What follows belongs to an exercise in optimizing a design on an open flow for small area, a short achievable clock period and few clock cycles per item; a production flow would make more cautious choices. The RTL was checked by simulation tests, not by an equivalence proof against the original design. Power is estimated from default activity; no workload was simulated.

==> nickel: inputs <==
==> flow/design.v <==
module voice_gen #(
    parameter int unsigned NUM_VOICES = 16,
    parameter logic [22:0] LFSR_SEED  = 23'h7FFFF8
) (
    input  logic        clk_i,
    input  logic        rst_i,
    input  logic        start_i,
    input  logic [3:0]  voice_idx_i,
    input  logic [15:0] freq_i,
    input  logic [11:0] pw_i,
    input  logic [3:0]  wave_i,
    output logic        ready_o,
    output logic [9:0]  wave_o
);
    logic [15:0] acc_lo_m [NUM_VOICES];
    logic [7:0]  acc_hi_m [NUM_VOICES];
    logic [22:0] lfsr_m   [NUM_VOICES];
    logic [NUM_VOICES-1:0] vld_q;
    logic        ready_q;
    logic [NUM_VOICES-1:0] wb_q;    
    logic [3:0]  idx_q;
    logic [3:0]  sel_q;
    logic [15:0] lo_q;      
    logic [7:0]  hi_q;      
    logic        c_q;       
    logic [22:0] lfsr_q;    
    logic        step_q;    
    logic [3:0]  pwl_q;     
    logic        gt0_q, eq0_q;    
    logic        gt1_q, eq1_q;    
    logic [7:0]  hi_next;
    logic [11:0] a;         
    logic [22:0] lfsr_next;
    logic        lo_ge;
    logic [9:0]  saw, tri_w, pulse, noise, shaped;
    assign hi_next   = hi_q + 8'(c_q);
    assign a         = {hi_next, lo_q[15:12]};
    assign lfsr_next = step_q ? {lfsr_q[21:0], lfsr_q[22] ^ lfsr_q[17]} : lfsr_q;
    assign lo_ge = lo_q[15:12] >= pwl_q;
    assign pulse = (c_q ? (gt1_q || (eq1_q && lo_ge))
                        : (gt0_q || (eq0_q && lo_ge))) ? '1 : '0;
    assign saw   = a[11:2];
    assign tri_w = a[11] ? ~a[10:1] : a[10:1];
    assign noise = {lfsr_next[22], lfsr_next[20], lfsr_next[16], lfsr_next[13],
                    lfsr_next[11], lfsr_next[7],  lfsr_next[4],  lfsr_next[2], 2'b00};
    always_comb begin
        shaped = '1;
        if (sel_q[0]) shaped = shaped & tri_w;
        if (sel_q[1]) shaped = shaped & saw;
        if (sel_q[2]) shaped = shaped & pulse;
        if (sel_q[3]) shaped = shaped & noise;
        if (sel_q == 4'd0) shaped = '0;
    end
    logic [NUM_VOICES-1:0] rd_sel;    
    logic        fwd;                 
    logic [15:0] lo_rd;
    logic [7:0]  hi_rd;
    logic [22:0] lfsr_rd;
    logic [16:0] lo_sum;
    logic [7:0]  pwh, pwh_m1;
    always_comb begin
        fwd     = ready_q && (voice_idx_i == idx_q);
        lo_rd   = fwd ? lo_q      : '0;
        hi_rd   = fwd ? hi_next   : '0;
        lfsr_rd = fwd ? lfsr_next : '0;
        for (int unsigned v = 0; v < NUM_VOICES; v++) begin
            rd_sel[v] = (voice_idx_i == 4'(v)) && vld_q[v] && !wb_q[v];
            lo_rd     = lo_rd   | ({16{rd_sel[v]}} & acc_lo_m[v]);
            hi_rd     = hi_rd   | ({8{rd_sel[v]}}  & acc_hi_m[v]);
            lfsr_rd   = lfsr_rd | ({23{rd_sel[v]}} & lfsr_m[v]);
        end
        if (rd_sel == '0 && !fwd) lfsr_rd = LFSR_SEED;
    end
    assign lo_sum = {1'b0, lo_rd} + {1'b0, freq_i};
    assign pwh    = pw_i[11:4];
    assign pwh_m1 = pwh - 8'd1;
    always_ff @(posedge clk_i) begin
        idx_q  <= voice_idx_i;
        sel_q  <= wave_i;
        lo_q   <= lo_sum[15:0];
        hi_q   <= hi_rd;
        c_q    <= lo_sum[16];
        lfsr_q <= lfsr_rd;
        step_q <= lo_sum[16] && hi_rd[2:0] == 3'b111 && !hi_rd[3];
        pwl_q  <= pw_i[3:0];
        gt0_q  <= hi_rd > pwh;
        eq0_q  <= hi_rd == pwh;
        gt1_q  <= hi_rd >= pwh && hi_rd != 8'hFF;
        eq1_q  <= hi_rd == pwh_m1;
        for (int unsigned v = 0; v < NUM_VOICES; v++) begin
            if (wb_q[v]) begin
                acc_lo_m[v] <= lo_q;
                acc_hi_m[v] <= hi_next;
                lfsr_m[v]   <= lfsr_next;
            end
        end
    end
    always_ff @(posedge clk_i or posedge rst_i) begin
        if (rst_i) begin
            ready_q <= 1'b0;
            wb_q    <= '0;
            vld_q   <= '0;
        end else begin
            ready_q <= start_i;
            for (int unsigned v = 0; v < NUM_VOICES; v++)
                wb_q[v] <= start_i && (voice_idx_i == 4'(v));
            vld_q   <= vld_q | wb_q;
        end
    end
    assign ready_o = ready_q;
    assign wave_o  = shaped;
endmodule
==> flow/run.sh <==
#!/bin/bash
# synth_recipe.tcl (not shown) runs the flow's synth.tcl, then flattens the netlist and writes it again
# the make line also repeats each setting of config.mk as NAME=value (left out here)
make -C /OpenROAD-flow-scripts/flow DESIGN_CONFIG=/design/flow/config.mk WORK_HOME=/design/flow/orfs CLKGATE_MAP_FILE= SYNTH_SCRIPT=/design/flow/synth_recipe.tcl finish
==> flow/config.mk <==
export PLATFORM = sky130hd
export DESIGN_NAME = voice_gen
export DESIGN_NICKNAME = voice_gen
export VERILOG_FILES = /design/flow/design.v
export SDC_FILE = /design/flow/constraint.sdc
export NUM_CORES = 4
export LEC_CHECK = 0
export CAP_MARGIN = 20
export CORE_MARGIN = 2
export CORE_UTILIZATION = 50
export CTS_CLUSTER_DIAMETER = 80
export CTS_CLUSTER_SIZE = 24
export PLACE_DENSITY = 0.72
export SETUP_SLACK_MARGIN = 2.6
export SLEW_MARGIN = 20
==> flow/constraint.sdc <==
create_clock -name core_clock -period 6.5 [get_ports {clk_i}]
set_input_delay 1.3000 -clock core_clock [delete_from_list [all_inputs] [get_ports {clk_i}]]
set_output_delay 1.3000 -clock core_clock [all_outputs]
set_load 0.01 [all_outputs]
==> inputs of juniper, as changes to nickel <==
==> flow/design.v, changed modules only <==
module voice_gen #(
    parameter int unsigned NUM_VOICES = 16,
    parameter logic [22:0] LFSR_SEED  = 23'h7FFFF8
) (
    input  logic        clk_i,
    input  logic        rst_i,
    input  logic        start_i,
    input  logic [3:0]  voice_idx_i,
    input  logic [15:0] freq_i,
    input  logic [11:0] pw_i,
    input  logic [3:0]  wave_i,
    output logic        ready_o,
    output logic [9:0]  wave_o
);
    logic [23:0] acc_m  [NUM_VOICES];
    logic [22:0] lfsr_m [NUM_VOICES];
    logic [NUM_VOICES-1:0] vld_q;
    logic        ready_q;
    logic [3:0]  idx_q;
    logic [15:0] freq_q;
    logic [11:0] pw_q;
    logic [3:0]  sel_q;
    logic [23:0] acc_q;
    logic [22:0] lfsr_q;
    logic [23:0] acc_sum;
    logic        lfsr_step;
    logic [22:0] lfsr_next;
    logic [9:0]  saw, tri_w, pulse, noise, shaped;
    assign acc_sum   = acc_q + {8'd0, freq_q};
    assign lfsr_step = !acc_q[19] && acc_sum[19];
    assign lfsr_next = lfsr_step ? {lfsr_q[21:0], lfsr_q[22] ^ lfsr_q[17]} : lfsr_q;
    assign saw   = acc_sum[23:14];
    assign tri_w = acc_sum[23] ? ~acc_sum[22:13] : acc_sum[22:13];
    assign pulse = (acc_sum[23:12] >= pw_q) ? '1 : '0;
    assign noise = {lfsr_next[22], lfsr_next[20], lfsr_next[16], lfsr_next[13],
                    lfsr_next[11], lfsr_next[7],  lfsr_next[4],  lfsr_next[2], 2'b00};
    always_comb begin
        shaped = '1;
        if (sel_q[0]) shaped = shaped & tri_w;
        if (sel_q[1]) shaped = shaped & saw;
        if (sel_q[2]) shaped = shaped & pulse;
        if (sel_q[3]) shaped = shaped & noise;
        if (sel_q == 4'd0) shaped = '0;
    end
    logic        fwd;
    logic        vld_rd;
    logic [23:0] acc_rd;
    logic [22:0] lfsr_rd;
    assign fwd     = ready_q && (voice_idx_i == idx_q);
    assign vld_rd  = vld_q[voice_idx_i];
    assign acc_rd  = vld_rd ? acc_m[voice_idx_i]  : '0;
    assign lfsr_rd = vld_rd ? lfsr_m[voice_idx_i] : LFSR_SEED;
    always_ff @(posedge clk_i) begin
        idx_q  <= voice_idx_i;
        freq_q <= freq_i;
        pw_q   <= pw_i;
        sel_q  <= wave_i;
        acc_q  <= fwd ? acc_sum   : acc_rd;
        lfsr_q <= fwd ? lfsr_next : lfsr_rd;
        for (int unsigned v = 0; v < NUM_VOICES; v++) begin
            if (ready_q && idx_q == 4'(v)) begin
                acc_m[v]  <= acc_sum;
                lfsr_m[v] <= lfsr_next;
            end
        end
    end
    always_ff @(posedge clk_i or posedge rst_i) begin
        if (rst_i) begin
            ready_q <= 1'b0;
            vld_q   <= '0;
        end else begin
            ready_q <= start_i;
            if (ready_q) vld_q[idx_q] <= 1'b1;
        end
    end
    assign ready_o = ready_q;
    assign wave_o  = shaped;
endmodule
- CORE_UTILIZATION: 50 -> 40
- CTS_CLUSTER_DIAMETER: 80 -> unset
- CTS_CLUSTER_SIZE: 24 -> unset
- PLACE_DENSITY: 0.72 -> unset
- SETUP_SLACK_MARGIN: 2.6 -> unset
==> qor summary <==
Result of the run: nickel timing/DRC/antenna clean; juniper timing/DRC/antenna clean
Critical path capture point: nickel step_q; juniper wave_o[4]
Share of synthesized registers carrying an async set or reset: nickel 3.88%; juniper 2.00%
VDD IR max: nickel 285 uV; juniper 229 uV
H-tree levels: nickel 2; juniper 3
Number of synthesized register bits: nickel 850; juniper 852
Fraction of the mapped netlist area in simple logic gates: nickel 5.98%; juniper 4.77%
Initial Utilization: nickel 50.4%; juniper 40.5%
Wire length of the first global-routing pass: nickel 128 mm; juniper 144 mm
Endpoint type of the worst setup path: nickel flip-flop; juniper output pin
Fraction of synthesized cell area taken by the top area cell type: nickel 71.2%; juniper 69.3%
Filler Cell Count: nickel 4589; juniper 6787
DPL Wire Length: nickel 45.4 mm; juniper 58.0 mm
Finished layout cell area: nickel 36500 sq um; juniper 37600 sq um
Filler-free cell count of the finished design: nickel 2919; juniper 3267
Non-Clock Buffer Count: nickel 220; juniper 145
Combinational logic power: nickel 1.37 mW; juniper 1.86 mW
Data required time at the worst endpoint: nickel 7.04 ns; juniper 5.20 ns
Placed cell area: nickel 33500 sq um; juniper 34900 sq um
Routed wl met2: nickel 42.9 mm; juniper 48.6 mm
Via count of the first global-routing pass: nickel 18624; juniper 19645
Met1 layer usage reported by global route: nickel 37.1%; juniper 33.4%
Non-clock buffer area fraction after layout: nickel 6.05%; juniper 3.35%
FF-to-FF End: nickel gt1_q; juniper lfsr_m[15][7]
Setup Crit Path Kind: nickel in2reg; juniper reg2out
Post-Synthesis Mean Instance Area: nickel 16.9 sq um; juniper 16.1 sq um
Multiplexer area fraction after synthesis: nickel 0.750%; juniper 2.26%
Testbench counts of nickel, summed over its fixed seeds: cycles 32,000, items 32,000.
Testbench counts of juniper, summed over its fixed seeds: cycles 32,000, items 32,000.

[afterwards: timing with drivers on the ports]
In the flow no input, the clock included, has a driving cell. The finished layouts below were timed again as built, in two steps.
Step 1 sets driving cells, clkbuf_16 on the clock port and buf_2 on the other inputs (assumed; they add their load-dependent delay and slew).
Step 2, shift: input delay + t, output delay - t, t = (earliest + latest rising clock arrival at the registers) / 2. This alone moves slack from input paths to output paths.
Slacks: ideal / step 1 / step 2; pairs: ideal / step 1.
run	t (ns)	setup slack, ns	hold slack, ns	cell pins on the clock port's net
nickel	0.669	2.420 / 2.352 / 1.683	0.486 / 0.486 / 0.486	1
juniper	0.693	0.193 / 0.134 / 0.826	0.457 / 0.457 / 0.457	1
After both steps every run listed still meets setup and hold. For nickel, which loses most, drivers alone change the setup slack by -0.068 ns; drivers and shift together by -0.737 ns.
